This design comes from an exercise in tuning for small area, a short achievable clock period and few clock cycles per item on the open sky130 flow, not from production work.
At most, simulation tests tie the RTL to the original design; equivalence was not proved.
For run 5, only the layout was checked, not whether the RTL still works.
Power and IR drop assume default switching activity.

File: design/flow/flow/run.sh
#!/bin/bash
# Standard layout (standard synthesis, floorplan, placement, CTS, routing),
# with changes to how it is made: timing repair aims at 8.5 ns of setup
# slack on the worst endpoints, the port buffers are buf_2 cells, and the
# clock tree uses these settings: CTS_BUF_LIST=sky130_fd_sc_hd__clkbuf_8 CTS_CLUSTER_SIZE=30 CTS_CLUSTER_DIAMETER=60
# The clock period and constraints are unchanged. Each tool's output is
# in standard.log and in the ORFS logs under orfs/logs.
set -euo pipefail
bash standard.sh SETUP_SLACK_MARGIN=8.5 TNS_END_PERCENT=0 "BUFFER_PORTS_ARGS=-buffer_cell sky130_fd_sc_hd__buf_2" CTS_BUF_LIST=sky130_fd_sc_hd__clkbuf_8 CTS_CLUSTER_SIZE=30 CTS_CLUSTER_DIAMETER=60 finish > standard.log 2>&1
File: design/flow/standard.sh
#!/bin/bash
# synth_recipe.tcl (not shown) runs the flow's synth.tcl, then flattens the netlist and writes it again
# the make line also repeats each setting of config.mk as NAME=value (left out here)
make -C /OpenROAD-flow-scripts/flow DESIGN_CONFIG=/design/flow/config.mk WORK_HOME=/design/flow/orfs CLKGATE_MAP_FILE= SYNTH_SCRIPT=/design/flow/synth_recipe.tcl "${@:-finish}"
File: design/flow/config.mk
export PLATFORM = sky130hd
export DESIGN_NAME = c_like_lexical_tokenizer
export DESIGN_NICKNAME = c_like_lexical_tokenizer
export VERILOG_FILES = /design/flow/design.v
export SDC_FILE = /design/flow/constraint.sdc
export NUM_CORES = 4
export LEC_CHECK = 0
export CAP_MARGIN = 20
export CORE_MARGIN = 2
export CORE_UTILIZATION = 40
export SLEW_MARGIN = 20
File: design/flow/constraint.sdc
create_clock -name core_clock -period 11.0 [get_ports {clk}]
set_input_delay 2.2000 -clock core_clock [delete_from_list [all_inputs] [get_ports {clk}]]
set_output_delay 2.2000 -clock core_clock [all_outputs]
set_load 0.01 [all_outputs]
File: design/flow/design.v
`default_nettype none
package ctok_pkg;
    localparam int POS_BITS = 24;
    localparam int LEN_BITS = 16;
    localparam int KIND_BITS = 6;
    localparam int OUT_BITS = KIND_BITS + POS_BITS + LEN_BITS + 2;
    localparam logic [POS_BITS-1:0] POS_MAX = '1;
    localparam logic [LEN_BITS-1:0] LEN_MAX = '1;
    localparam logic [KIND_BITS-1:0] K_END      = 6'd0;
    localparam logic [KIND_BITS-1:0] K_ERR      = 6'd1;
    localparam logic [KIND_BITS-1:0] K_STR      = 6'd2;
    localparam logic [KIND_BITS-1:0] K_NUM      = 6'd3;
    localparam logic [KIND_BITS-1:0] K_ID       = 6'd4;
    localparam logic [KIND_BITS-1:0] K_KW0      = 6'd5;
    localparam logic [KIND_BITS-1:0] K_INC      = 6'd22;
    localparam logic [KIND_BITS-1:0] K_PLUS     = 6'd23;
    localparam logic [KIND_BITS-1:0] K_DEC      = 6'd24;
    localparam logic [KIND_BITS-1:0] K_MINUS    = 6'd25;
    localparam logic [KIND_BITS-1:0] K_DIV      = 6'd26;
    localparam logic [KIND_BITS-1:0] K_LPAREN   = 6'd27;
    localparam logic [KIND_BITS-1:0] K_RPAREN   = 6'd28;
    localparam logic [KIND_BITS-1:0] K_LBRACE   = 6'd29;
    localparam logic [KIND_BITS-1:0] K_RBRACE   = 6'd30;
    localparam logic [KIND_BITS-1:0] K_LBRACKET = 6'd31;
    localparam logic [KIND_BITS-1:0] K_RBRACKET = 6'd32;
    localparam logic [KIND_BITS-1:0] K_SEMI     = 6'd33;
    localparam logic [KIND_BITS-1:0] K_COMMA    = 6'd34;
    localparam logic [KIND_BITS-1:0] K_DOT      = 6'd35;
    localparam logic [KIND_BITS-1:0] K_MUL      = 6'd36;
    localparam logic [KIND_BITS-1:0] K_EQ       = 6'd37;
    localparam logic [KIND_BITS-1:0] K_ARROW    = 6'd38;
    localparam logic [KIND_BITS-1:0] K_ASSIGN   = 6'd39;
    localparam logic [KIND_BITS-1:0] K_NE       = 6'd40;
    localparam logic [KIND_BITS-1:0] K_NOT      = 6'd41;
    localparam logic [KIND_BITS-1:0] K_LE       = 6'd42;
    localparam logic [KIND_BITS-1:0] K_LT       = 6'd43;
    localparam logic [KIND_BITS-1:0] K_GE       = 6'd44;
    localparam logic [KIND_BITS-1:0] K_GT       = 6'd45;
    localparam logic [KIND_BITS-1:0] K_AND      = 6'd46;
    localparam logic [KIND_BITS-1:0] K_AMP      = 6'd47;
    localparam logic [KIND_BITS-1:0] K_OR       = 6'd48;
    localparam int KW_COUNT = 17;
    localparam int KW_CHARS = 7;
    function automatic logic [8*KW_CHARS-1:0] kw_text(input int j);
        logic [8*KW_CHARS-1:0] t;
        case (j)
            0: t = "struct";
            1: t = "int";
            2: t = "string";
            3: t = "bool";
            4: t = "if";
            5: t = "else";
            6: t = "while";
            7: t = "do";
            8: t = "for";
            9: t = "switch";
            10: t = "case";
            11: t = "default";
            12: t = "break";
            13: t = "true";
            14: t = "false";
            15: t = "printf";
            16: t = "return";
            default: t = '0;
        endcase
        kw_text = t;
    endfunction
    function automatic int kw_len(input int j);
        int l;
        case (j)
            0: l = 6;
            1: l = 3;
            2: l = 6;
            3: l = 4;
            4: l = 2;
            5: l = 4;
            6: l = 5;
            7: l = 2;
            8: l = 3;
            9: l = 6;
            10: l = 4;
            11: l = 7;
            12: l = 5;
            13: l = 4;
            14: l = 5;
            15: l = 6;
            16: l = 6;
            default: l = 0;
        endcase
        kw_len = l;
    endfunction
    function automatic logic [7:0] kw_char(input int j, input int i);
        logic [8*KW_CHARS-1:0] t;
        t = kw_text(j);
        kw_char = t[8*(kw_len(j)-1-i) +: 8];
    endfunction
    function automatic logic [KW_COUNT-1:0] kw_step(
        input logic [KW_COUNT-1:0] alive,
        input logic [2:0]          p,
        input logic                p_ok,
        input logic [7:0]          c
    );
        logic [KW_COUNT-1:0] r;
        logic m;
        for (int j = 0; j < KW_COUNT; j++)
        begin
            m = 1'b0;
            for (int i = 0; i < KW_CHARS; i++)
                if ((i < kw_len(j)) && (p == 3'(i)) && (c == kw_char(j, i)))
                    m = 1'b1;
            r[j] = alive[j] && p_ok && m;
        end
        kw_step = r;
    endfunction
    function automatic logic [KIND_BITS-1:0] kw_kind(
        input logic [KW_COUNT-1:0] alive,
        input logic [LEN_BITS-1:0] n
    );
        logic [KIND_BITS-1:0] k;
        k = K_ID;
        for (int j = 0; j < KW_COUNT; j++)
            if (alive[j] && (n == LEN_BITS'(kw_len(j))))
                k = KIND_BITS'(K_KW0 + KIND_BITS'(j));
        kw_kind = k;
    endfunction
    typedef struct packed {
        logic [7:0] ch;
        logic       has_char;
        logic       end_of_input;
    } ctok_in_t;
    typedef struct packed {
        logic [KIND_BITS-1:0] token_kind;
        logic [POS_BITS-1:0]  token_start;
        logic [LEN_BITS-1:0]  token_length;
        logic                 unclosed_comment;
        logic                 last_of_run;
    } ctok_out_t;
    function automatic logic is_digit(input logic [7:0] c);
        is_digit = (c >= "0") && (c <= "9");
    endfunction
    function automatic logic is_alpha(input logic [7:0] c);
        is_alpha = ((c >= "a") && (c <= "z")) || ((c >= "A") && (c <= "Z"));
    endfunction
endpackage
`default_nettype wire
`default_nettype none
module ctok_scan (
    input  wire logic               clk,
    input  wire logic               rst_n,
    input  wire logic               src_valid,
    output logic                    src_ready,
    input  wire ctok_pkg::ctok_in_t src_item,
    output logic                    tok_valid,
    input  wire logic               tok_ready,
    output ctok_pkg::ctok_out_t     tok_item
);
    localparam logic [4:0] M_IDLE       = 5'd0;
    localparam logic [4:0] M_SLASH      = 5'd1;
    localparam logic [4:0] M_LINE       = 5'd2;
    localparam logic [4:0] M_BLOCK      = 5'd3;
    localparam logic [4:0] M_BLOCK_STAR = 5'd4;
    localparam logic [4:0] M_STR        = 5'd5;
    localparam logic [4:0] M_STR_ESC    = 5'd6;
    localparam logic [4:0] M_NUM        = 5'd7;
    localparam logic [4:0] M_IDENT      = 5'd8;
    localparam logic [4:0] M_PLUS       = 5'd9;
    localparam logic [4:0] M_MINUS      = 5'd10;
    localparam logic [4:0] M_EQ         = 5'd11;
    localparam logic [4:0] M_BANG       = 5'd12;
    localparam logic [4:0] M_LT         = 5'd13;
    localparam logic [4:0] M_GT         = 5'd14;
    localparam logic [4:0] M_AMP        = 5'd15;
    localparam logic [4:0] M_BAR        = 5'd16;
    localparam int PB = ctok_pkg::POS_BITS;
    localparam int LB = ctok_pkg::LEN_BITS;
    localparam int KB = ctok_pkg::KIND_BITS;
    function automatic logic [KB:0] pend(input logic [4:0] m, input logic [KB-1:0] kwk);
        logic [KB:0] r;
        case (m)
            M_SLASH: r = {1'b1, ctok_pkg::K_DIV};
            M_NUM:   r = {1'b1, ctok_pkg::K_NUM};
            M_IDENT: r = {1'b1, kwk};
            M_PLUS:  r = {1'b1, ctok_pkg::K_PLUS};
            M_MINUS: r = {1'b1, ctok_pkg::K_MINUS};
            M_EQ:    r = {1'b1, ctok_pkg::K_ASSIGN};
            M_BANG:  r = {1'b1, ctok_pkg::K_NOT};
            M_LT:    r = {1'b1, ctok_pkg::K_LT};
            M_GT:    r = {1'b1, ctok_pkg::K_GT};
            M_AMP:   r = {1'b1, ctok_pkg::K_AMP};
            M_BAR:   r = {1'b1, ctok_pkg::K_ERR};
            M_STR:   r = {1'b1, ctok_pkg::K_ERR};
            M_STR_ESC: r = {1'b1, ctok_pkg::K_ERR};
            default: r = {1'b0, ctok_pkg::K_ERR};
        endcase
        pend = r;
    endfunction
    function automatic logic [KB-1:0] one_kind(input logic [7:0] c);
        logic [KB-1:0] k;
        if ((c == " ") || (c == "\t") || (c == "\r") || (c == "\n") || (c == "\"") ||
            ctok_pkg::is_digit(c) || ctok_pkg::is_alpha(c) || (c == "_"))
            k = '0;
        else
        begin
            case (c)
                "/", "+", "-", "=", "!", "<", ">", "&", "|": k = '0;
                "(": k = ctok_pkg::K_LPAREN;
                ")": k = ctok_pkg::K_RPAREN;
                "{": k = ctok_pkg::K_LBRACE;
                "}": k = ctok_pkg::K_RBRACE;
                "[": k = ctok_pkg::K_LBRACKET;
                "]": k = ctok_pkg::K_RBRACKET;
                ";": k = ctok_pkg::K_SEMI;
                ",": k = ctok_pkg::K_COMMA;
                ".": k = ctok_pkg::K_DOT;
                "*": k = ctok_pkg::K_MUL;
                default: k = ctok_pkg::K_ERR;
            endcase
        end
        one_kind = k;
    endfunction
    logic [4:0]    mode_reg, mode_next;
    logic [PB-1:0] pos_reg, pos_next;
    logic [PB-1:0] start_reg, start_next;
    logic [LB-1:0] cnt_reg, cnt_next;
    logic [ctok_pkg::KW_COUNT-1:0] kw_reg, kw_next;
    logic          fresh;
    logic          b_owed, b_owed_next;
    logic [KB-1:0] b_kind_reg, b_kind_next;
    logic          eoi_owed, eoi_owed_next;
    logic          o_valid, o_valid_next;
    ctok_pkg::ctok_out_t o_reg, o_next;
    ctok_pkg::ctok_in_t q0, q1, item;
    logic          v0, v1;
    logic [7:0]    c;
    logic          o_free, accept, commit;
    logic [4:0]    mode1;
    logic [PB-1:0] start1, pos1;
    logic [LB-1:0] cnt_base, cnt1, cnt_inc;
    logic [ctok_pkg::KW_COUNT-1:0] kw1;
    logic          do_start, do_flush, do_count, str_close;
    logic          a_v, b_v;
    logic [KB-1:0] a_kind, b_kind, c_kind;
    logic [LB-1:0] a_len;
    logic [KB:0]   pend_cur;
    assign item   = q0;
    assign c      = item.ch;
    assign c_kind = one_kind(c);
    assign src_ready = !v1;
    assign accept    = src_valid && !v1;
    assign o_free  = !o_valid || tok_ready;
    assign commit = v0 && o_free && !eoi_owed;
    always_ff @(posedge clk or negedge rst_n)
    begin
        if (!rst_n)
        begin
            v0 <= 1'b0;
            v1 <= 1'b0;
        end
        else
        begin
            if (v1)
            begin
                if (commit) v1 <= 1'b0;
            end
            else if (v0)
            begin
                if (accept && !commit) v1 <= 1'b1;
                if (!accept && commit) v0 <= 1'b0;
            end
            else
                v0 <= accept;
        end
    end
    always_ff @(posedge clk)
    begin
        if (v1)
        begin
            if (commit) q0 <= q1;
        end
        else if (!v0 || commit)
            q0 <= src_item;
        if (!v1)
            q1 <= src_item;
    end
    assign tok_valid = o_valid;
    assign tok_item  = o_reg;
    assign pend_cur = pend(mode_reg, ctok_pkg::kw_kind(kw_reg, cnt_reg));
    assign cnt_inc  = (cnt_reg == ctok_pkg::LEN_MAX) ? cnt_reg : cnt_reg + LB'(1);
    always_comb
    begin
        mode1     = mode_reg;
        start1    = start_reg;
        cnt_base  = cnt_reg;
        kw1       = kw_reg;
        do_start  = 1'b0;
        do_flush  = 1'b0;
        do_count  = 1'b0;
        str_close = 1'b0;
        a_v       = 1'b0;
        a_kind    = ctok_pkg::K_ERR;
        a_len     = LB'(2);
        b_v       = 1'b0;
        b_kind    = c_kind;
        if (item.has_char)
        begin
            unique case (mode_reg)
                M_IDLE: do_start = 1'b1;
                M_LINE: if (c == "\n") mode1 = M_IDLE;
                M_BLOCK: if (c == "*") mode1 = M_BLOCK_STAR;
                M_BLOCK_STAR:
                begin
                    if (c == "/")
                        mode1 = M_IDLE;
                    else if (c != "*")
                        mode1 = M_BLOCK;
                end
                M_STR:
                begin
                    do_count = 1'b1;
                    if (c == "\"")
                    begin
                        str_close = 1'b1;
                        mode1     = M_IDLE;
                    end
                    else if (c == "\\")
                        mode1 = M_STR_ESC;
                end
                M_STR_ESC:
                begin
                    do_count = 1'b1;
                    mode1    = M_STR;
                end
                M_SLASH:
                begin
                    if (c == "/")
                        mode1 = M_LINE;
                    else if (c == "*")
                        mode1 = M_BLOCK;
                    else
                        do_flush = 1'b1;
                end
                M_NUM:
                begin
                    if (ctok_pkg::is_digit(c))
                        do_count = 1'b1;
                    else
                        do_flush = 1'b1;
                end
                M_IDENT:
                begin
                    if (ctok_pkg::is_alpha(c) || ctok_pkg::is_digit(c) || (c == "_"))
                    begin
                        do_count = 1'b1;
                        kw1      = ctok_pkg::kw_step(kw_reg, cnt_reg[2:0], cnt_reg < LB'(8), c);
                    end
                    else
                        do_flush = 1'b1;
                end
                M_PLUS:
                begin
                    if (c == "+") begin a_v = 1'b1; a_kind = ctok_pkg::K_INC; mode1 = M_IDLE; end
                    else do_flush = 1'b1;
                end
                M_MINUS:
                begin
                    if (c == "-") begin a_v = 1'b1; a_kind = ctok_pkg::K_DEC; mode1 = M_IDLE; end
                    else do_flush = 1'b1;
                end
                M_EQ:
                begin
                    if (c == "=") begin a_v = 1'b1; a_kind = ctok_pkg::K_EQ; mode1 = M_IDLE; end
                    else if (c == ">") begin a_v = 1'b1; a_kind = ctok_pkg::K_ARROW; mode1 = M_IDLE; end
                    else do_flush = 1'b1;
                end
                M_BANG:
                begin
                    if (c == "=") begin a_v = 1'b1; a_kind = ctok_pkg::K_NE; mode1 = M_IDLE; end
                    else do_flush = 1'b1;
                end
                M_LT:
                begin
                    if (c == "=") begin a_v = 1'b1; a_kind = ctok_pkg::K_LE; mode1 = M_IDLE; end
                    else do_flush = 1'b1;
                end
                M_GT:
                begin
                    if (c == "=") begin a_v = 1'b1; a_kind = ctok_pkg::K_GE; mode1 = M_IDLE; end
                    else do_flush = 1'b1;
                end
                M_AMP:
                begin
                    if (c == "&") begin a_v = 1'b1; a_kind = ctok_pkg::K_AND; mode1 = M_IDLE; end
                    else do_flush = 1'b1;
                end
                M_BAR:
                begin
                    if (c == "|") begin a_v = 1'b1; a_kind = ctok_pkg::K_OR; mode1 = M_IDLE; end
                    else do_flush = 1'b1;
                end
                default: do_start = 1'b1;
            endcase
        end
        if (do_flush)
        begin
            a_v      = 1'b1;
            a_kind   = pend_cur[KB-1:0];
            a_len    = ((mode_reg == M_NUM) || (mode_reg == M_IDENT)) ? cnt_reg : LB'(1);
            do_start = 1'b1;
        end
        if (do_start)
        begin
            start1   = pos_reg;
            cnt_base = '0;
            mode1    = M_IDLE;
            kw1      = ctok_pkg::kw_step('1, 3'd0, 1'b1, c);
            if ((c == " ") || (c == "\t") || (c == "\r") || (c == "\n"))
                mode1 = M_IDLE;
            else if (c == "\"")
            begin
                do_count = 1'b1;
                mode1    = M_STR;
            end
            else if (ctok_pkg::is_digit(c))
            begin
                do_count = 1'b1;
                mode1    = M_NUM;
            end
            else if (ctok_pkg::is_alpha(c) || (c == "_"))
            begin
                do_count = 1'b1;
                mode1    = M_IDENT;
            end
            else
            begin
                case (c)
                    "/": mode1 = M_SLASH;
                    "+": mode1 = M_PLUS;
                    "-": mode1 = M_MINUS;
                    "=": mode1 = M_EQ;
                    "!": mode1 = M_BANG;
                    "<": mode1 = M_LT;
                    ">": mode1 = M_GT;
                    "&": mode1 = M_AMP;
                    "|": mode1 = M_BAR;
                    default: b_v = 1'b1;
                endcase
            end
        end
        if (do_count)
            cnt1 = do_start ? LB'(1) : cnt_inc;
        else
            cnt1 = cnt_base;
        if (str_close)
        begin
            a_v    = 1'b1;
            a_kind = ctok_pkg::K_STR;
            a_len  = cnt_inc;
        end
        if (item.has_char && (pos_reg != ctok_pkg::POS_MAX))
            pos1 = pos_reg + PB'(1);
        else
            pos1 = pos_reg;
    end
    always_comb
    begin
        mode_next     = mode_reg;
        pos_next      = pos_reg;
        start_next    = start_reg;
        cnt_next      = cnt_reg;
        kw_next       = kw_reg;
        b_owed_next   = b_owed;
        b_kind_next   = b_kind_reg;
        eoi_owed_next = eoi_owed;
        o_valid_next  = o_valid;
        o_next        = o_reg;
        if (commit)
        begin
            mode_next     = mode1;
            pos_next      = pos1;
            start_next    = start1;
            cnt_next      = cnt1;
            kw_next       = kw1;
            eoi_owed_next = item.end_of_input;
        end
        if (o_free)
        begin
            o_valid_next = b_owed || eoi_owed || (v0 && (a_v || b_v));
            b_kind_next  = b_kind;
            b_owed_next  = commit && b_v && (b_owed || a_v);
            if (b_owed)
            begin
                o_next.token_kind       = b_kind_reg;
                o_next.token_length     = LB'(1);
                o_next.unclosed_comment = 1'b0;
                o_next.last_of_run      = !eoi_owed;
            end
            else if (eoi_owed)
            begin
                o_next.token_kind       = pend_cur[KB] ? pend_cur[KB-1:0] : ctok_pkg::K_END;
                o_next.token_length     = !pend_cur[KB] ? LB'(0) :
                                          ((mode_reg == M_NUM) || (mode_reg == M_IDENT) ||
                                           (mode_reg == M_STR) || (mode_reg == M_STR_ESC)) ?
                                          cnt_reg : LB'(1);
                o_next.unclosed_comment = (mode_reg == M_BLOCK) || (mode_reg == M_BLOCK_STAR);
                o_next.last_of_run      = !pend_cur[KB];
                mode_next               = M_IDLE;
                if (!pend_cur[KB])
                begin
                    pos_next      = '0;
                    eoi_owed_next = 1'b0;
                end
            end
            else
            begin
                o_next.token_kind       = a_v ? a_kind : b_kind;
                case (mode_reg)
                    M_NUM, M_IDENT: o_next.token_length = cnt_reg;
                    M_STR:          o_next.token_length = cnt_inc;
                    M_IDLE:         o_next.token_length = LB'(1);
                    default:        o_next.token_length = {{(LB-2){1'b0}}, !do_flush, do_flush};
                endcase
                o_next.unclosed_comment = 1'b0;
                o_next.last_of_run      = !item.end_of_input && !(a_v && b_v);
            end
            if (b_owed)
                o_next.token_start = start_reg;
            else if (eoi_owed)
                o_next.token_start = pend_cur[KB] ? start_reg : pos_reg;
            else
                o_next.token_start = (mode_reg == M_IDLE) ? pos_reg : start_reg;
        end
        if (fresh)
        begin
            mode_next = M_IDLE;
            pos_next  = '0;
        end
    end
    always_ff @(posedge clk or negedge rst_n)
    begin
        if (!rst_n)
        begin
            fresh    <= 1'b1;
            b_owed   <= 1'b0;
            eoi_owed <= 1'b0;
            o_valid  <= 1'b0;
        end
        else
        begin
            fresh    <= 1'b0;
            b_owed   <= b_owed_next;
            eoi_owed <= eoi_owed_next;
            o_valid  <= o_valid_next;
        end
    end
    always_ff @(posedge clk)
    begin
        mode_reg   <= mode_next;
        pos_reg    <= pos_next;
        start_reg  <= start_next;
        cnt_reg    <= cnt_next;
        kw_reg     <= kw_next;
        b_kind_reg <= b_kind_next;
        o_reg      <= o_next;
    end
endmodule
`default_nettype wire
`default_nettype none
module c_like_lexical_tokenizer (
    input  wire logic               clk,
    input  wire logic               rst_n,
    input  wire logic               src_valid,
    output logic                    src_ready,
    input  wire ctok_pkg::ctok_in_t src_item,
    output logic                    tok_valid,
    input  wire logic               tok_ready,
    output ctok_pkg::ctok_out_t     tok_item
);
    ctok_scan u_scan (
        .clk       (clk),
        .rst_n     (rst_n),
        .src_valid (src_valid),
        .src_ready (src_ready),
        .src_item  (src_item),
        .tok_valid (tok_valid),
        .tok_ready (tok_ready),
        .tok_item  (tok_item)
    );
endmodule
`default_nettype wire
==> results of run 1 <==
-- what timing repair did --
action / in CTS / in global routing
setup endpoints to repair: 285 / 287
pin swaps: 5 / 4
hold buffers: 0 / 0
gates cloned: 3 / 0
resized for setup: 22 / 9
setup buffers: 21 / 8
-- area by class of cell --
type	instances	area, um^2	area share
timing repair buffer	102	664	0.0599
inverter	16	67.6	0.00610
clock buffer	17	234	0.0211
clock inverter	15	201	0.0182
sequential	165	4640	0.419
multi-input combinational	793	4880	0.440
tap	319	399	0.0360
-- path summary, 6_finish.rpt --
path,start,endpoint,cells after the start
setup / recovery,tok_ready,u_scan.pos_reg[11]$_SDFF_PP0_,9
hold / removal,u_scan.pos_reg[7]$_SDFF_PP0_,u_scan.start_reg[7]$_DFFE_PP_,0
setup reg to reg,u_scan.q0[3]$_DFFE_PP_,u_scan.cnt_reg[0]$_SDFFCE_PN0P_,9
hold reg to reg,u_scan.pos_reg[7]$_SDFF_PP0_,u_scan.start_reg[7]$_DFFE_PP_,0
max in group asynchronous,rst_n,u_scan.fresh$_DFF_PN1_,1
min in group asynchronous,rst_n,u_scan.b_owed$_DFFE_PN0N_,1
-- per-layer routing --
metal	track usage	share of wire
met4	0.0963	0.034
met3	0.0310	0.066
met5	0	0
met2	0.340	0.45
met1	0.313	0.45
-- cell usage in the layout, fill, tap and decap left out, drive strengths merged, types with 10 or more instances in the layout --
master,netlist,layout
mux2,32,32
nand2,133,133
nor3,28,28
o31ai,11,11
nor2b,18,18
nand4,14,14
nand3,47,47
xor2,18,18
clkbuf,46,17
nor4,17,17
edfxtp,130,130
nor2,109,110
and3,10,10
dfxtp,29,29
o21ai,81,81
o22ai,14,14
and2,15,15
buf,18,102
a21oi,67,69
a31oi,12,12
inv,16,22
nand2b,14,14
xnor2,19,19
-- worst max-delay path: stages --
cell     delay (ps)
buf_6            70
nor2b_4          50
nor3b_4         200
nand2_2         120
a41oi_4         240
nor3b_4         250
or3b_4          410
xnor2_2         130
nor2_1           50
-- power groups by stage --
stage | logic, mW | registers [mW] | clock network, mW
floorplan | 0.592 | 0.969 | 0
global placement | 0.825 | 1.01 | 0
detailed placement | 0.823 | 1.01 | 0
CTS | 0.942 | 0.989 | 0.497
global route | 1.05 | 1.01 | 0.517
finish | 0.972 | 0.990 | 0.486
-- metrics by stage --
stage	util	power (mW)	setup WS (ps)
finish	0.469	2.45	7630
global route	0.469	2.58	7580
CTS	0.465	2.43	7660
detailed placement	0.433	1.84	6120
global placement	0.433	1.83	6170
floorplan	-	1.56	6710
-- logic make-up after synthesis --
group	after synthesis	share of synthesized area
adder cells (fa/ha/maj)	6	0.00778
flip-flops	165	0.480
AND/OR/NAND/NOR	445	0.228
AO/OA/AOI/OAI	263	0.173
multiplexers	38	0.0436
other	1	0.000389
buffers and inverters	80	0.0336
XOR/XNOR	37	0.0336
==> reports/qor.txt, run 1 <==
initial antenna violation count -> 0
final hold slack -> 528 ps
first-pass GRT wire length -> 45.1 mm
Die H -> 159 um
Largest register FFs -> 48
DR WL/cell -> 19.8 um
crit path capture type -> flop
CTS tree -> yes
final instance area -> 11100 um^2
RePlAce Congestion -> 0.949
vias -> 8526
Hold Violations, Final -> 0
Worst EP required -> 11360 ps
Syn-to-layout area delta -> 14.8%
# rows -> 56
Reg power frac -> 0.404
nets@finish -> 1115
DP HPWL -> 18.8 mm
endpoints failing setup -> 0
Tmin final -> 3370 ps
Max VDD drop -> 0.158 mV
total wire length -> 28.3 mm
CTS Buf Count -> 17
Mapped Nets -> 1055
Synth Cell Area -> 9650 um^2
R2R setup slack -> 7710 ps
Ys Warns -> 1
number of H-tree levels -> 4
Cells after Synth -> 1035
die area -> 25400 um^2
IO Port Bufs -> 63
Inserted Diodes -> 0
Clock Sink Count -> 165
Synth Flop Type -> edfxtp_1
Clk pwr share -> 0.199
top-count cell post-synth -> nand2_1
worst skew pair latency -> 480 ps
Pre-antenna DRT Iters -> 7
Core ar. -> 23600 um^2
share of post-route cells with drive strength above 1 -> 0.196
leading area contributor after synthesis -> edfxtp_1
Max Transition Viols Final -> 0
Sw Share -> 0.423
CP Max Fanout -> 3
CTS max path bufs -> 2
Sw Pwr -> 1.04 mW
post-synthesis average cell area -> 9.33 um^2
grt ovf -> 0
DP Area -> 10200 um^2
Leak -> 3.82 nW
Fmax -> 297 MHz
status -> complete, no violations
Non-Filler Instances -> 1427
max_slew headroom -> 0.178
measured slew at the worst slew-check pin -> 1200 ps
Async SR Flop Fraction -> 0.0364
Ports -> 64
count of unique library cells instantiated by Yosys -> 83
critical path type -> in2reg
largest net degree at the start of global routing -> 59
chip width -> 159 um
PwrDens -> 221 nW/um^2
register clock-pin slew on the reported worst setup and hold paths -> 110 ps
Startpoint Class -> input port
Seq/Total Area, Yosys -> 0.480
Post-synth EDFFs -> 130
Crit path arrival time -> 3720 ps
Gate power share -> 0.397
list of most frequent post-synthesis cells -> nand2_1 (133), edfxtp_1 (130), nor2_1 (108)
gr usage total -> 0.221
#FFs+latches synth -> 165
Final ANT Viol Nets -> 0
Initial Util -> 0.409
top-area cell type share of the netlist area -> 0.404
Worst Hold Class -> reg2reg
via-per-instance ratio -> 5.97
TNS Setup -> 0 ps
Area contributors post-synth -> edfxtp_1 (40%), dfxtp_1 (6.0%), nand2_1 (5.2%)
Max Clock Skew -> 20.7 ps
dpl cells -> 1363
P_int -> 1.41 mW
RSZ-0062 raised after global routing -> yes
Tcrit/Tclk final -> 0.306
MaxCap Viol Count -> 0
Fill cells -> 2313
Residual DRC -> 0
Iteration-0 DRC Markers -> 868
vias in the first global route -> 8035
Root Buffer -> clkbuf_8
Testbench counts, summed over its fixed seeds: cycles 34,932, items 34,820.
==> run 2, diff against run 1 <==
==> design/flow/flow/run.sh (replaced) <==
#!/bin/bash
# Standard layout (standard synthesis, floorplan, placement, CTS, routing),
# with changes to how it is made: timing repair aims at 7.8 ns of setup
# slack on the worst endpoints, the port buffers are buf_2 cells, and the
# clock tree uses these settings: CTS_BUF_LIST=sky130_fd_sc_hd__clkbuf_8 CTS_CLUSTER_SIZE=30 CTS_CLUSTER_DIAMETER=60
# Core utilisation 70%. The clock period and constraints are unchanged. Each tool's output is
# in standard.log and in the ORFS logs under orfs/logs.
set -euo pipefail
bash standard.sh SETUP_SLACK_MARGIN=7.8 TNS_END_PERCENT=0 "BUFFER_PORTS_ARGS=-buffer_cell sky130_fd_sc_hd__buf_2" CTS_BUF_LIST=sky130_fd_sc_hd__clkbuf_8 CTS_CLUSTER_SIZE=30 CTS_CLUSTER_DIAMETER=60 CORE_UTILIZATION=70 finish > standard.log 2>&1
==> run 2 against run 1 <==
  * Highest routed layer unchanged
  * Via count up 9.0%
  * Still clean
  * Global-route usage up 19 points
  * Critical endpoint is now u_scan.start_reg[13]$_DFFE_PP_
  * Maximum frequency down 3.2%
  * Area after synthesis unchanged
  * Worst hold slack better by 4.8 ps
  * Final area down 3.1%
  * Power down 1.2%
  * Flip-flop and latch count unchanged
==> reports/qor.txt, run 2 <==
first-pass GRT wire length -> 46.1 mm (+2.2%)
reg2reg start -> u_scan.mode_reg[4]$_SDFF_PP0_
Residual DRC -> 0 (unchanged)
vias -> 9291 (+9.0%)
Max VDD drop -> 0.250 mV (+58%)
MaxCap Viol Count -> 0 (unchanged)
Inserted Diodes -> 0 (unchanged)
critical path type -> reg2reg
CTS tree -> yes
critical path startpoint -> u_scan.mode_reg[4]$_SDFF_PP0_
TNS Setup -> 0 ps (unchanged)
Clock Sink Count -> 165 (unchanged)
Max Clock Skew -> 22.3 ps (+1.66 ps)
measured slew at the worst slew-check pin -> 978 ps (-224 ps)
CTS Buf Count -> 17 (unchanged)
Iteration-0 DRC Markers -> 1764 (+100%)
total wire length -> 30.2 mm (+6.8%)
Ys Warns -> 1 (unchanged)
Area contributors post-synth -> edfxtp_1 (40%), dfxtp_1 (6.0%), nand2_1 (5.2%)
# rows -> 42 (-25%)
GR met2 Demand/Resource -> 0.648 (+0.308)
Core ar. -> 13300 um^2 (-43%)
Synth Flop Type -> edfxtp_1
Fmax -> 288 MHz (-3.2%)
largest net degree at the start of global routing -> 59 (unchanged)
top-area cell type share of the netlist area -> 0.404 (unchanged)
Final Util -> 0.804 (+0.335)
Leak -> 3.75 nW (-1.6%)
CP Depth -> 8 (-1)
CTS max path bufs -> 2 (unchanged)
Tcrit/Tclk final -> 0.316 (+0.0102)
FF-to-FF path depth -> 8 (-1)
Post-synth EDFFs -> 130 (unchanged)
chip width -> 121 um (-24%)
FF-to-FF End -> u_scan.start_reg[13]$_DFFE_PP_
Cells after Synth -> 1035 (unchanged)
PwrDens -> 225 nW/um^2 (+2.0%)
DR WL/cell -> 23.8 um (+20%)
Async SR Flop Fraction -> 0.0364 (unchanged)
grt ovf -> 0 (unchanged)
leading area contributor after synthesis -> edfxtp_1
R2R setup slack -> 7520 ps (-190 ps)
most common cell after layout, fill and taps aside -> nand2_1
number of H-tree levels -> 4 (unchanged)
Die H -> 121 um (-24%)
Seq/Total Area, Yosys -> 0.480 (unchanged)
share of post-route cells with drive strength above 1 -> 0.184 (-0.0117)
max_slew headroom -> 0.331 (+0.153)
crit path cell chain -> nor4_1, and2_1, a31o_2, nand2_1, a41oi_4, a21oi_4, buf_12, nor2_4
DP HPWL -> 18.5 mm (-1.3%)
Buf/Inv on CP -> 1 (unchanged)
slowest stage delay, CP -> 620 ps (+210 ps)
crit path capture type -> flop
final hold slack -> 532 ps (+4.80 ps)
initial antenna violation count -> 0 (unchanged)
CP Max Fanout -> 24 (+21)
RSZ-0062 raised after global routing -> yes
post-synthesis average cell area -> 9.33 um^2 (unchanged)
RePlAce Congestion -> 1.01 (+6.0%)
Startpoint Class -> flop
Worst Hold Class -> reg2reg
Crit path arrival time -> 3610 ps (-110 ps)
worst setup margin -> 7520 ps (-112 ps)
Largest register FFs -> 48 (unchanged)
gr usage total -> 0.409 (+0.188)
endpoints failing setup -> 0 (unchanged)
worst skew pair latency -> 480 ps (about the same)
Initial Util -> 0.723 (+0.314)
die area -> 14700 um^2 (-42%)
Pre-antenna DRT Iters -> 7 (unchanged)
Mapped Nets -> 1055 (unchanged)
end point of the critical path -> u_scan.start_reg[13]$_DFFE_PP_
hold buffers post-CTS -> 0 (unchanged)
Tmin final -> 3480 ps (+112 ps)
highest-delay cell along the critical path -> dfxtp_1
vias in the first global route -> 8544 (+6.3%)
Ports -> 64 (unchanged)
grt met3 use -> 0.0785 (+0.0475)
Max Transition Viols Final -> 0 (unchanged)
nets@finish -> 1104 (-0.99%)
status -> complete, no violations
register clock-pin slew on the reported worst setup and hold paths -> 100 ps (about the same)
Worst EP required -> 11140 ps (-220 ps)
top-count cell post-synth -> nand2_1
Hold Violations, Final -> 0 (unchanged)
Synth Cell Area -> 9650 um^2 (unchanged)
Final ANT Viol Nets -> 0 (unchanged)
via-per-instance ratio -> 7.30 (+22%)
Root Buffer -> clkbuf_8
GRT met1 Usage -> 0.549 (+0.237)
IO Port Bufs -> 63 (unchanged)
count of unique library cells instantiated by Yosys -> 83 (unchanged)
highest-count cells in the layout ignoring fill and taps -> nand2_1 (131), edfxtp_1 (130), nor2_1 (106)
list of most frequent post-synthesis cells -> nand2_1 (133), edfxtp_1 (130), nor2_1 (108)
#FFs+latches synth -> 165 (unchanged)
Crit path max-delay family -> simple AND/OR/NAND/NOR gates
GR peak layer -> met2
Syn-to-layout area delta -> 11.3%
dpl ws -> 6200 ps (+84.9 ps)
==> run 2: cell types whose count changed in the layout (fill, tap and decap cells not counted), moves of 2 or more <==
| cell | delta |
|---|---|
| clkinv_8 | -3 |
| buf_4 | -10 |
| buf_6 | +2 |
| clkinv_2 | +2 |
| inv_8 | -2 |
| buf_12 | -2 |
==> run 2: power breakdown <==
part           internal, mW  switching [mW]  leakage (nW)
Clock                 0.185           0.256         0.198
Combinational         0.331           0.644          1.92
Sequential            0.867           0.135          1.64
==> run 2: cell type report <==
type,instances,area (um^2)
clock buffer,17,234
inverter,16,67.6
clock inverter,15,149
timing repair buffer,92,572
sequential,165,4640
fill,819,2610
tap,176,220
multi-input combinational,792,4850
==> run 2: timing repair <==
item                                    CTS  global route
endpoints found under the setup margin  145           194
gates cloned                              2             0
endpoints found under the hold margin     0             0
pin swaps                                 4             2
resized for setup                        16            12
buffers inserted                         17             4
==> run 2: per-layer routing <==
| layer | vias to the layer above | share of wire | wire, um |
|---|---|---|---|
| met1 | 4287 | 0.37 | 11100 |
| met5 | - | 0 | 0 |
| li1 | 3952 | - | - |
| met4 | 0 | 0.053 | 1610 |
| met2 | 865 | 0.46 | 13900 |
| met3 | 187 | 0.12 | 3660 |
==> run 2: metrics by stage <==
| step | total power [mW] | instance area (um^2) | instances |
|---|---|---|---|
| after global routing | 2.50 | 10700 | 1273 |
| after CTS | 2.33 | 10700 | 1269 |
| after detailed placement | 1.82 | 10000 | 1218 |
| after floorplan | 1.56 | 9690 | 1035 |
| after global placement | 1.79 | 10000 | 1218 |
| final | 2.42 | 10700 | 1273 |
==> run 2: kinds of logic after synthesis <==
logic type / Yosys count / share of synthesized area
AND/OR/NAND/NOR: 445 / 0.228
AO/OA/AOI/OAI: 263 / 0.173
flip-flops: 165 / 0.480
buffers and inverters: 80 / 0.0336
multiplexers: 38 / 0.0436
XOR/XNOR: 37 / 0.0336
adder cells (fa/ha/maj): 6 / 0.00778
other: 1 / 0.000389
==> run 2: how the worst min path moves through the flow <==
stage / end / from / slack [ps] / cells past startpoint
2_1_floorplan: u_scan.start_reg[17]$_DFFE_PP_ / u_scan.pos_reg[17]$_SDFF_PP0_ / 460 / 0
3_3_place_gp: u_scan.start_reg[17]$_DFFE_PP_ / u_scan.pos_reg[17]$_SDFF_PP0_ / 500 / 0
3_5_place_dp: u_scan.start_reg[7]$_DFFE_PP_ / u_scan.pos_reg[7]$_SDFF_PP0_ / 500 / 0
4_1_cts: u_scan.start_reg[7]$_DFFE_PP_ / u_scan.pos_reg[7]$_SDFF_PP0_ / 530 / 0
5_1_grt: u_scan.start_reg[23]$_DFFE_PP_ / u_scan.pos_reg[23]$_SDFF_PP0_ / 540 / 0
6_report: u_scan.start_reg[23]$_DFFE_PP_ / u_scan.pos_reg[23]$_SDFF_PP0_ / 530 / 0
==> run 3, diff against run 2 <==
==> design/flow/flow/run.sh (replaced) <==
#!/bin/bash
# Standard layout (standard synthesis, floorplan, placement, CTS, routing),
# with changes to how it is made: timing repair aims at 7.8 ns of setup
# slack on the worst endpoints, the port buffers are buf_2 cells, and the
# clock tree uses these settings: CTS_BUF_LIST=sky130_fd_sc_hd__clkbuf_8 CTS_CLUSTER_SIZE=30 CTS_CLUSTER_DIAMETER=60
# Core utilisation 62%. The clock period and constraints are unchanged. Each tool's output is
# in standard.log and in the ORFS logs under orfs/logs.
set -euo pipefail
bash standard.sh SETUP_SLACK_MARGIN=7.8 TNS_END_PERCENT=0 "BUFFER_PORTS_ARGS=-buffer_cell sky130_fd_sc_hd__buf_2" CTS_BUF_LIST=sky130_fd_sc_hd__clkbuf_8 CTS_CLUSTER_SIZE=30 CTS_CLUSTER_DIAMETER=60 CORE_UTILIZATION=62 finish > standard.log 2>&1
==> run 3 against run 2 <==
  * Still clean
  * Die area rose by 12%
  * Combinational power fell by 8.5%
  * Via count fell by 8.4%
  * Final area fell by 0.34%
  * Highest routed layer unchanged
  * Cell count rose by 0.63%
  * Power fell by 3.4%
  * Clock skew rose by 4.6 ps
==> reports/qor.txt, run 3 <==
Residual DRC -> 0 (unchanged)
gr usage total -> 0.323 (-0.0867)
Crit path arrival time -> 3720 ps (+110 ps)
total wire length -> 26.1 mm (-14%)
Synth Cell Area -> 9650 um^2 (unchanged)
top-count cell post-synth -> nand2_1
IO Port Bufs -> 63 (unchanged)
RePlAce Congestion -> 0.998 (-0.81%)
max_slew headroom -> 0.445 (+0.113)
Largest register FFs -> 48 (unchanged)
worst skew pair latency -> 470 ps (about the same)
CTS max path bufs -> 2 (unchanged)
Sw Share -> 0.416 (-0.0120)
register clock-pin slew on the reported worst setup and hold paths -> 100 ps (about the same)
#FFs+latches synth -> 165 (unchanged)
vias in the first global route -> 7804 (-8.7%)
status -> complete, no violations
measured slew at the worst slew-check pin -> 812 ps (-166 ps)
MaxCap Viol Count -> 0 (unchanged)
Max Clock Skew -> 26.9 ps (+4.59 ps)
Gate power share -> 0.381 (-0.022)
DR WL/cell -> 20.4 um (-14%)
highest-count cells in the layout ignoring fill and taps -> nand2_1 (131), edfxtp_1 (130), nor2_1 (106)
endpoints failing setup -> 0 (unchanged)
Ports -> 64 (unchanged)
initial antenna violation count -> 0 (unchanged)
Max Transition Viols Final -> 0 (unchanged)
Core ar. -> 15200 um^2 (+14%)
grt ovf -> 0 (unchanged)
Tmin final -> 3380 ps (-93.0 ps)
Final ANT Viol Nets -> 0 (unchanged)
die area -> 16600 um^2 (+12%)
Fmax -> 296 MHz (+2.7%)
chip width -> 129 um (+6.0%)
RSZ-0062 raised after global routing -> yes
Tcrit/Tclk final -> 0.308 (-0.00845)
Sw Pwr -> 0.972 mW (-6.1%)
# rows -> 45 (+7.1%)
Leak -> 3.72 nW (-0.85%)
Seq/Total Area, Yosys -> 0.480 (unchanged)
share of post-route cells with drive strength above 1 -> 0.180 (-0.00390)
hold buffers post-CTS -> 0 (unchanged)
Max VDD drop -> 0.184 mV (-26%)
top-area cell type share of the netlist area -> 0.404 (unchanged)
Inserted Diodes -> 0 (unchanged)
Mapped Nets -> 1055 (unchanged)
Root Buffer -> clkbuf_8
Async SR Flop Fraction -> 0.0364 (unchanged)
Worst EP required -> 11340 ps (+200 ps)
list of most frequent post-synthesis cells -> nand2_1 (133), edfxtp_1 (130), nor2_1 (108)
Non-Filler Instances -> 1281 (+0.63%)
Ys Warns -> 1 (unchanged)
critical path type -> in2reg
largest net degree at the start of global routing -> 59 (unchanged)
nets@finish -> 1100 (-0.36%)
P_int -> 1.37 mW (-1.3%)
Syn-to-layout area delta -> 10.9%
Startpoint Class -> input port
Die H -> 129 um (+6.0%)
vias -> 8510 (-8.4%)
PwrDens -> 218 nW/um^2 (-3.0%)
TNS Setup -> 0 ps (unchanged)
Pre-antenna DRT Iters -> 6 (-1)
most common cell after layout, fill and taps aside -> nand2_1
Post-synth EDFFs -> 130 (unchanged)
via-per-instance ratio -> 6.64 (-9.0%)
Cells after Synth -> 1035 (unchanged)
Initial Util -> 0.635 (-0.0882)
Clock Sink Count -> 165 (unchanged)
CP Max Fanout -> 3 (-88%)
post-synthesis average cell area -> 9.33 um^2 (unchanged)
count of unique library cells instantiated by Yosys -> 83 (unchanged)
number of H-tree levels -> 4 (unchanged)
DP HPWL -> 17.8 mm (-4.2%)
CTS tree -> yes
CTS Buf Count -> 17 (unchanged)
crit path capture type -> flop
Reg power frac -> 0.428 (+0.013)
leading area contributor after synthesis -> edfxtp_1
Area contributors post-synth -> edfxtp_1 (40%), dfxtp_1 (6.0%), nand2_1 (5.2%)
Synth Flop Type -> edfxtp_1
dpl cells -> 1232 (+1.1%)
Worst Hold Class -> reg2reg
Iteration-0 DRC Markers -> 1068 (-39%)
Clk pwr share -> 0.190 (+0.008)
Hold Violations, Final -> 0 (unchanged)
first-pass GRT wire length -> 41.6 mm (-9.7%)
==> run 3: logic make-up after synthesis <==
family | after synthesis | share of synthesized area
other | 1 | 0.000389
AND/OR/NAND/NOR | 445 | 0.228
flip-flops | 165 | 0.480
buffers and inverters | 80 | 0.0336
AO/OA/AOI/OAI | 263 | 0.173
XOR/XNOR | 37 | 0.0336
multiplexers | 38 | 0.0436
adder cells (fa/ha/maj) | 6 | 0.00778
==> run 3: what timing repair did <==
action                     in CTS  in global routing
buffers inserted               14                  2
setup endpoints to repair     141                178
gates resized for setup        18                  6
pin swaps                       4                  3
cloned                          1                  0
==> run 3: layout make-up <==
class / instances / area [um^2]
fill: 1116 / 4500
tap: 188 / 235
multi-input combinational: 791 / 4820
clock inverter: 15 / 168
clock buffer: 17 / 234
sequential: 165 / 4640
timing repair buffer: 89 / 541
inverter: 16 / 67.6
==> run 3: layer usage <==
layer / part of all wire / global-route usage / up-vias
met2: 0.45 / 0.488 / 458
met4: 0.033 / 0.138 / 0
li1: - / - / 3949
met3: 0.080 / 0.0524 / 73
met5: 0 / 0 / -
met1: 0.44 / 0.464 / 4030
==> run 3: path summary, 6_finish.rpt <==
kind	depth (start not counted)	slack (ps)	endpoint	start
worst max register to register	8	7690	u_scan.cnt_reg[0]$_SDFFCE_PN0P_	u_scan.q0[6]$_DFFE_PP_
worst min-delay path	0	510	u_scan.start_reg[14]$_DFFE_PP_	u_scan.pos_reg[14]$_SDFF_PP0_
max in group asynchronous	1	9220	u_scan.fresh$_DFF_PN1_	rst_n
min in group asynchronous	1	1540	u_scan.v0$_DFFE_PN0N_	rst_n
worst min register to register	0	510	u_scan.start_reg[14]$_DFFE_PP_	u_scan.pos_reg[14]$_SDFF_PP0_
worst max-delay path	9	7620	u_scan.pos_reg[11]$_SDFF_PP0_	tok_ready
==> run 3: stage by stage <==
stage,util,setup WS [ps],cell area (um^2),power (mW),hold slack [ps]
finish,0.704,7620,10700,2.34,513
global route,0.704,7550,10700,2.45,516
CTS,0.702,7640,10700,2.31,507
detailed placement,0.662,6250,10100,1.81,485
global placement,0.662,6280,10100,1.80,492
floorplan,-,6710,9690,1.56,460
==> run 3: power groups by stage <==
| stage | clock, mW | combinational (mW) | sequential [mW] |
|---|---|---|---|
| 2_1_floorplan | 0 | 0.592 | 0.969 |
| 3_3_place_gp | 0 | 0.776 | 1.02 |
| 3_5_place_dp | 0 | 0.783 | 1.03 |
| 4_1_cts | 0.447 | 0.869 | 0.995 |
| 5_1_grt | 0.473 | 0.961 | 1.02 |
| 6_report | 0.445 | 0.892 | 1.00 |
==> run 3: worst max-delay path, stage by stage <==
cell and delay (ps):
buf_6 80, nor2b_4 50, nor3b_4 210, nand2_2 120, a41oi_4 220, nor3b_4 230, or3b_4 420, xnor2_2 140
nor2_1 60
==> run 4, diff against run 3 <==
==> design/flow/flow/run.sh (replaced) <==
#!/bin/bash
# Standard layout (standard synthesis, floorplan, placement, CTS, routing),
# with changes to how it is made: timing repair aims at 7.8 ns of setup
# slack on the worst endpoints, the port buffers are buf_2 cells, and the
# clock tree uses these settings: CTS_BUF_LIST=sky130_fd_sc_hd__clkbuf_8 CTS_CLUSTER_SIZE=30 CTS_CLUSTER_DIAMETER=60
# The clock period and constraints are unchanged. Each tool's output is
# in standard.log and in the ORFS logs under orfs/logs.
set -euo pipefail
bash standard.sh SETUP_SLACK_MARGIN=7.8 TNS_END_PERCENT=0 "BUFFER_PORTS_ARGS=-buffer_cell sky130_fd_sc_hd__buf_2" CTS_BUF_LIST=sky130_fd_sc_hd__clkbuf_8 CTS_CLUSTER_SIZE=30 CTS_CLUSTER_DIAMETER=60 finish > standard.log 2>&1
==> run 4 against run 3 <==
  * Cell count rose by 11%
  * Worst hold slack improved by 15 ps
  * Clock skew fell by 6.2 ps
  * Largest cell class unchanged
  * Synthesized cell count did not move
  * Worst setup slack improved by 19 ps
  * Flip-flop and latch count did not move
  * Sequential power barely moved
  * First-iteration DRC count fell by 19%
  * Routed wire length rose by 8.4%
==> reports/qor.txt, run 4 <==
Non-Filler Instances -> 1427 (+11%)
Residual DRC -> 0 (unchanged)
total wire length -> 28.3 mm (+8.4%)
Pre-antenna DRT Iters -> 7 (+1)
MaxCap Viol Count -> 0 (unchanged)
initial antenna violation count -> 0 (unchanged)
CP Max Fanout -> 3 (unchanged)
dpl ws -> 6120 ps (-137 ps)
top-area cell type share of the netlist area -> 0.404 (unchanged)
Initial Util -> 0.409 (-0.226)
Final Util -> 0.469 (-0.235)
die area -> 25400 um^2 (+53%)
critical path type -> in2reg
Seq/Total Area, Yosys -> 0.480 (unchanged)
chip width -> 159 um (+24%)
Cells after Synth -> 1035 (unchanged)
largest net degree at the start of global routing -> 59 (unchanged)
share of post-route cells with drive strength above 1 -> 0.196 (+0.0156)
Iteration-0 DRC Markers -> 868 (-19%)
Leak -> 3.82 nW (+2.5%)
number of H-tree levels -> 4 (unchanged)
TNS Setup -> 0 ps (unchanged)
IO Port Bufs -> 63 (unchanged)
hold buffers post-CTS -> 0 (unchanged)
Synth Flop Type -> edfxtp_1
worst skew pair latency -> 480 ps (about the same)
Largest register FFs -> 48 (unchanged)
count of unique library cells instantiated by Yosys -> 83 (unchanged)
Area contributors post-synth -> edfxtp_1 (40%), dfxtp_1 (6.0%), nand2_1 (5.2%)
measured slew at the worst slew-check pin -> 1200 ps (+389 ps)
Worst Hold Class -> reg2reg
Die H -> 159 um (+24%)
vias in the first global route -> 8035 (+3.0%)
Fmax -> 297 MHz (+0.56%)
dpl cells -> 1363 (+11%)
Clock Sink Count -> 165 (unchanged)
# rows -> 56 (+24%)
via-per-instance ratio -> 5.97 (-10%)
leading area contributor after synthesis -> edfxtp_1
Final ANT Viol Nets -> 0 (unchanged)
crit path capture type -> flop
Inserted Diodes -> 0 (unchanged)
Max Clock Skew -> 20.7 ps (-6.25 ps)
gr usage total -> 0.221 (-0.101)
Max VDD drop -> 0.158 mV (-14%)
Core ar. -> 23600 um^2 (+55%)
P_int -> 1.41 mW (+3.4%)
max_slew headroom -> 0.178 (-0.266)
crit path cell chain -> buf_6, nor2b_4, nor3b_4, nand2_2, a41oi_4, nor3b_4, or3b_4, xnor2_2, nor2_1
Ports -> 64 (unchanged)
Max Transition Viols Final -> 0 (unchanged)
RSZ-0062 raised after global routing -> yes
Startpoint Class -> input port
DP HPWL -> 18.8 mm (+5.7%)
final hold slack -> 528 ps (+14.8 ps)
DP Area -> 10200 um^2 (+1.7%)
Crit path arrival time -> 3720 ps (about the same)
Gate power share -> 0.397 (+0.016)
Ys Warns -> 1 (unchanged)
PwrDens -> 221 nW/um^2 (+1.1%)
Post-synth EDFFs -> 130 (unchanged)
Hold Violations, Final -> 0 (unchanged)
nets@finish -> 1115 (+1.4%)
Tmin final -> 3370 ps (-18.8 ps)
Tcrit/Tclk final -> 0.306 (-0.00171)
top-count cell post-synth -> nand2_1
Sw Share -> 0.423 (+0.00755)
Async SR Flop Fraction -> 0.0364 (unchanged)
final instance area -> 11100 um^2 (+3.6%)
slowest stage delay, CP -> 410 ps (about the same)
Sw Pwr -> 1.04 mW (+6.6%)
DR WL/cell -> 19.8 um (-2.7%)
post-synthesis average cell area -> 9.33 um^2 (unchanged)
RePlAce Congestion -> 0.949 (-4.9%)
vias -> 8526 (+0.19%)
Reg power frac -> 0.404 (-0.024)
CTS tree -> yes
Clk pwr share -> 0.199 (+0.009)
highest-count cells in the layout ignoring fill and taps -> nand2_1 (130), edfxtp_1 (130), nor2_1 (106)
list of most frequent post-synthesis cells -> nand2_1 (133), edfxtp_1 (130), nor2_1 (108)
highest-delay cell along the critical path -> or3b_4
Synth Cell Area -> 9650 um^2 (unchanged)
CTS Buf Count -> 17 (unchanged)
Pwr Total -> 2.45 mW (+4.7%)
Root Buffer -> clkbuf_8
worst setup margin -> 7630 ps (+18.8 ps)
CP most frequent cell -> nor3b_4
status -> complete, no violations
Worst EP required -> 11360 ps (+20 ps)
grt ovf -> 0 (unchanged)
register clock-pin slew on the reported worst setup and hold paths -> 110 ps (about the same)
#FFs+latches synth -> 165 (unchanged)
Syn-to-layout area delta -> 14.8%
Mapped Nets -> 1055 (unchanged)
endpoints failing setup -> 0 (unchanged)
CTS max path bufs -> 2 (unchanged)
first-pass GRT wire length -> 45.1 mm (+8.3%)
[run 4: cell counts after synthesis]
No cell type changed its count.
[run 4: area by class of cell]
type                    instances  area (um^2)
fillers                      2313        12500
clock inverters                15          201
repair buffers                102          664
multi-input cells             793         4880
well taps                     319          399
inverters                      16         67.6
flip-flops and latches        165         4640
clock buffers                  17          234
[run 4: metal layers]
metal / part of all wire / up-vias / GRT usage
met5: 0 / - / 0
met4: 0.034 / 0 / 0.0963
met2: 0.45 / 382 / 0.340
met3: 0.066 / 79 / 0.0310
li1: - / 3984 / -
met1: 0.45 / 4081 / 0.313
[run 4: kinds of logic (layout without fill, tap and decap cells)]
kind of cell	after synthesis	count (layout)	share of synthesized area
buffers and inverters	80	150	0.0336
DFF	165	165	0.480
adders and majority gates	6	6	0.00778
muxes	38	38	0.0436
other	1	1	0.000389
xor gates and xnor gates	37	37	0.0336
AOI/OAI and AO/OA	263	265	0.173
and+or+nand+nor	445	446	0.228
[run 4: worst paths after layout]
kind	startpoint	end	slack, ps	cells past startpoint
worst max-delay path	tok_ready	u_scan.pos_reg[11]$_SDFF_PP0_	7630	9
worst min-delay path	u_scan.pos_reg[7]$_SDFF_PP0_	u_scan.start_reg[7]$_DFFE_PP_	530	0
worst max register to register	u_scan.q0[3]$_DFFE_PP_	u_scan.cnt_reg[0]$_SDFFCE_PN0P_	7710	9
worst min register to register	u_scan.pos_reg[7]$_SDFF_PP0_	u_scan.start_reg[7]$_DFFE_PP_	530	0
max in group asynchronous	rst_n	u_scan.fresh$_DFF_PN1_	9230	1
min in group asynchronous	rst_n	u_scan.b_owed$_DFFE_PN0N_	1540	1
[run 4: power by group through the flow]
stage	logic (mW)	clock network [mW]	registers [mW]
after floorplan	0.592	0	0.969
after global placement	0.825	0	1.01
after detailed placement	0.823	0	1.01
after CTS	0.942	0.497	0.989
after global routing	1.05	0.517	1.01
final	0.972	0.486	0.990
[run 4: repair_timing]
action,CTS,global route
cloned,3,0
endpoints found under the setup margin,147,173
pin swaps,5,4
setup buffers,21,8
resized for setup,22,9
[run 4: critical path, delay by kind of cell]
| kind | cells | cell delay [ps] |
|---|---|---|
| xor gates and xnor gates | 1 | 130 |
| and+or+nand+nor | 6 | 1080 |
| AOI/OAI and AO/OA | 1 | 240 |
| buffers and inverters | 1 | 70 |
==> run 5, diff against run 4 <==
--- a/design/flow/design.v
+++ b/design/flow/design.v
@@ -218,8 +218,9 @@
         end
         one_kind = k;
     endfunction
-    logic [4:0]    mode_reg, mode_next;
-    logic [PB-1:0] pos_reg, pos_next;
+    logic [4:0]    mode_reg, mode_next, mode_d;
+    logic          mode_clr, mode_en, pos_clr, pos_en;
+    logic [PB-1:0] pos_reg, pos_next, pos_d;
     logic [PB-1:0] start_reg, start_next;
     logic [LB-1:0] cnt_reg, cnt_next;
     logic [ctok_pkg::KW_COUNT-1:0] kw_reg, kw_next;
@@ -535,6 +536,12 @@
             pos_next  = '0;
         end
     end
+    assign mode_clr = fresh || (o_free && !b_owed && eoi_owed);
+    assign mode_en  = mode_clr || commit;
+    assign mode_d   = mode_clr ? M_IDLE : mode1;
+    assign pos_clr  = fresh || (o_free && !b_owed && eoi_owed && !pend_cur[KB]);
+    assign pos_en   = pos_clr || commit;
+    assign pos_d    = pos_clr ? '0 : pos1;
     always_ff @(posedge clk or negedge rst_n)
     begin
         if (!rst_n)
@@ -554,8 +561,10 @@
     end
     always_ff @(posedge clk)
     begin
-        mode_reg   <= mode_next;
-        pos_reg    <= pos_next;
+        if (mode_en)
+            mode_reg <= mode_d;
+        if (pos_en)
+            pos_reg  <= pos_d;
         start_reg  <= start_next;
         cnt_reg    <= cnt_next;
         kw_reg     <= kw_next;
==> run 5 against run 4 <==
  * Still clean on timing, DRC and antenna
  * Worst hold slack worse by 8.6 ps
  * Core utilization down 0.59 points
  * Critical path depth down 3
  * Critical path type unchanged
  * Largest cell class is now registers
  * Largest power group is now combinational cells
  * Highest routed layer unchanged
==> reports/qor.txt, run 5 <==
status -> complete, no violations
Fmax -> 298 MHz (+0.25%)
top-count cell post-synth -> edfxtp_1
register clock-pin slew on the reported worst setup and hold paths -> 120 ps (about the same)
Mapped Nets -> 1031 (-2.3%)
gr usage total -> 0.222 (+0.000779)
Max VDD drop -> 0.119 mV (-25%)
CTS max path bufs -> 2 (unchanged)
measured slew at the worst slew-check pin -> 930 ps (-272 ps)
slowest stage delay, CP -> 420 ps (about the same)
Startpoint Class -> input port
Crit path arrival time -> 3490 ps (-230 ps)
count of unique library cells instantiated by Yosys -> 80 (-3.6%)
total wire length -> 28.9 mm (+2.1%)
Post-synth EDFFs -> 159 (+22%)
list of most frequent post-synthesis cells -> edfxtp_1 (159), nand2_1 (116), nor2_1 (98)
Synth Flop Type -> edfxtp_1
most common cell after layout, fill and taps aside -> edfxtp_1
Clock Sink Count -> 165 (unchanged)
share of post-route cells with drive strength above 1 -> 0.193 (-0.00257)
RePlAce Congestion -> 0.920 (-3.0%)
final instance area -> 11200 um^2 (+1.4%)
dpl ws -> 6420 ps (+309 ps)
hold buffers post-CTS -> 0 (unchanged)
post-synthesis average cell area -> 9.77 um^2 (+4.8%)
highest-delay cell along the critical path -> o21bai_4
Synth Cell Area -> 9880 um^2 (+2.3%)
highest-count cells in the layout ignoring fill and taps -> edfxtp_1 (159), nand2_1 (113), nor2_1 (96)
Final Util -> 0.464 (-0.00585)
#FFs+latches synth -> 165 (unchanged)
DR WL/cell -> 20.7 um (+4.5%)
via-per-instance ratio -> 6.08 (+1.7%)
Tcrit/Tclk final -> 0.305 (-0.000764)
chip width -> 161 um (+1.1%)
Worst Hold Class -> reg2reg
Leak -> 3.89 nW (+2.1%)
Seq/Total Area, Yosys -> 0.499 (+0.0184)
PwrDens -> 278 nW/um^2 (+26%)
Root Buffer -> clkbuf_8
Final ANT Viol Nets -> 0 (unchanged)
MaxCap Viol Count -> 0 (unchanged)
DP Area -> 10400 um^2 (+1.9%)
Cells after Synth -> 1011 (-2.3%)
number of H-tree levels -> 4 (unchanged)
grt ovf -> 0 (unchanged)
worst skew pair latency -> 490 ps (about the same)
Ys Warns -> 1 (unchanged)
Inserted Diodes -> 0 (unchanged)
Iteration-0 DRC Markers -> 990 (+14%)
Async SR Flop Fraction -> 0.0364 (unchanged)
max_slew headroom -> 0.375 (+0.197)
Largest register FFs -> 48 (unchanged)
CTS tree -> yes
largest net degree at the start of global routing -> 36 (-39%)
crit path cell chain -> buf_2, nand2b_4, nand2_4, nor2_2, nand2_2, o21bai_4
TNS Setup -> 0 ps (unchanged)
vias -> 8475 (-0.60%)
DP HPWL -> 18.7 mm (-0.34%)
final hold slack -> 519 ps (-8.62 ps)
Initial Util -> 0.407 (-0.00137)
initial antenna violation count -> 2 (+2)
# rows -> 57 (+1.8%)
Pre-antenna DRT Iters -> 7 (unchanged)
leading area contributor after synthesis -> edfxtp_1
Area contributors post-synth -> edfxtp_1 (48%), nand2_1 (4.4%), mux2_2 (3.9%)
Tmin final -> 3360 ps (-8.40 ps)
CP Max Fanout -> 16 (+13)
endpoints failing setup -> 0 (unchanged)
Residual DRC -> 0 (unchanged)
die area -> 26000 um^2 (+2.3%)
first-pass GRT wire length -> 45.5 mm (+1.0%)
vias in the first global route -> 7955 (-1.0%)
RSZ-0062 raised after global routing -> yes
Max Clock Skew -> 27.1 ps (+6.43 ps)
Crit path max-delay family -> simple AND/OR/NAND/NOR gates
nets@finish -> 1078 (-3.3%)
Core ar. -> 24200 um^2 (+2.7%)
Ports -> 64 (unchanged)
CTS Buf Count -> 17 (unchanged)
worst setup margin -> 7640 ps (+8.40 ps)
critical path type -> in2reg
Buf/Inv on CP -> 1 (unchanged)
top-area cell type share of the netlist area -> 0.483 (+0.0789)
IO Port Bufs -> 63 (unchanged)
crit path capture type -> flop
Syn-to-layout area delta -> 13.8%
Hold Violations, Final -> 0 (unchanged)
Die H -> 161 um (+1.1%)
Max Transition Viols Final -> 0 (unchanged)
Worst EP required -> 11130 ps (-230 ps)
run 5: routing by layer:
metal / part of all wire / vias up / track usage
met5: 0 / - / 0
met4: 0.029 / 0 / 0.0909
met3: 0.075 / 58 / 0.0298
met2: 0.45 / 383 / 0.329
met1: 0.45 / 4102 / 0.329
li1: - / 3932 / -
run 5: logic make-up after synthesis:
kind of cell,Yosys count,share of synthesized area
AND/OR/NAND/NOR,419,0.214
AO/OA/AOI/OAI,262,0.174
flip-flops,165,0.499
buffers and inverters,89,0.0355
multiplexers,36,0.0408
XOR/XNOR,33,0.0293
adder cells (fa/ha/maj),6,0.00760
other,1,0.000380
run 5: worst register-to-register path, stage by stage, from the launching register on:
cell	delay (ps)
edfxtp_1	620
or4b_1	730
nor4_1	610
a21oi_1	180
a31o_1	300
nand2_1	210
nor3_1	70
a221o_1	340
run 5: what timing repair did:
action	4_1_cts	5_1_grt
endpoints found under the setup margin	221	227
gates cloned	3	1
resized for setup	12	12
pin swaps	3	2
buffers inserted	16	11
run 5: through the flow:
step | std cells | power, mW
after CTS | 1383 | 3.05
after detailed placement | 1332 | 2.48
final | 1395 | 3.13
after global placement | 1332 | 2.47
after global routing | 1395 | 3.31
after floorplan | 1011 | 2.09
run 5: final timing paths:
| kind | start | endpoint | slack, ps | depth (start not counted) |
|---|---|---|---|---|
| setup / recovery | tok_ready | u_scan.pos_reg[2]$_SDFFCE_PP0P_ | 7640 | 6 |
| hold / removal | u_scan.pos_reg[18]$_SDFFCE_PP0P_ | u_scan.start_reg[18]$_DFFE_PP_ | 520 | 0 |
| setup reg to reg | u_scan.mode_reg[0]$_SDFFCE_PN0P_ | u_scan.o_reg[44]$_DFFE_PN_ | 7700 | 7 |
| hold reg to reg | u_scan.pos_reg[18]$_SDFFCE_PP0P_ | u_scan.start_reg[18]$_DFFE_PP_ | 520 | 0 |
| max in group asynchronous | rst_n | u_scan.fresh$_DFF_PN1_ | 9240 | 1 |
| min in group asynchronous | rst_n | u_scan.o_valid$_DFFE_PN0N_ | 1540 | 1 |
run 5: report_power, final:
part | internal, mW | switching, mW | total (mW)
combinational | 0.535 | 0.871 | 1.41
clock | 0.198 | 0.290 | 0.488
sequential | 1.01 | 0.217 | 1.23
total | 1.75 | 1.38 | 3.13
run 5: layout make-up:
cell class,count,area (um^2)
Fill cell,2340,13000
Inverter,17,67.6
Clock inverter,15,208
Tap cell,324,405
Multi-Input combinational cell,761,4780
Timing Repair Buffer,96,612
Sequential cell,165,4930
Clock buffer,17,234

[afterwards: timing with drivers on the ports]
How much do the figures lean on ideal ports? The routed layouts below were timed once more, with nothing changed but the port constraints.
Step 1 sets driving cells, clkbuf_16 on the clock port and buf_2 on the other inputs (assumed; they add their load-dependent delay and slew).
Step 2 adds t to the input delays and takes it off the output delays; t is the mean of the earliest and latest rising clock arrival at the registers after step 1. Input paths then give back, and output paths get back, about the clock's delay inside the block.
a / b / c = ideal / step 1 / step 2; a / b = the first two.
run	t (ns)	slack for setup (ns)	cell pins on the clock port's net
run 1	0.510	7.635 / 7.639 / 7.129	1
run 2	0.508	7.523 / 7.523 / 7.034	1
run 3	0.500	7.616 / 7.615 / 7.115	1
run 4	0.510	7.635 / 7.639 / 7.129	1
run 5	0.516	7.643 / 7.611 / 7.149	1
After both steps every run listed still meets setup and hold.
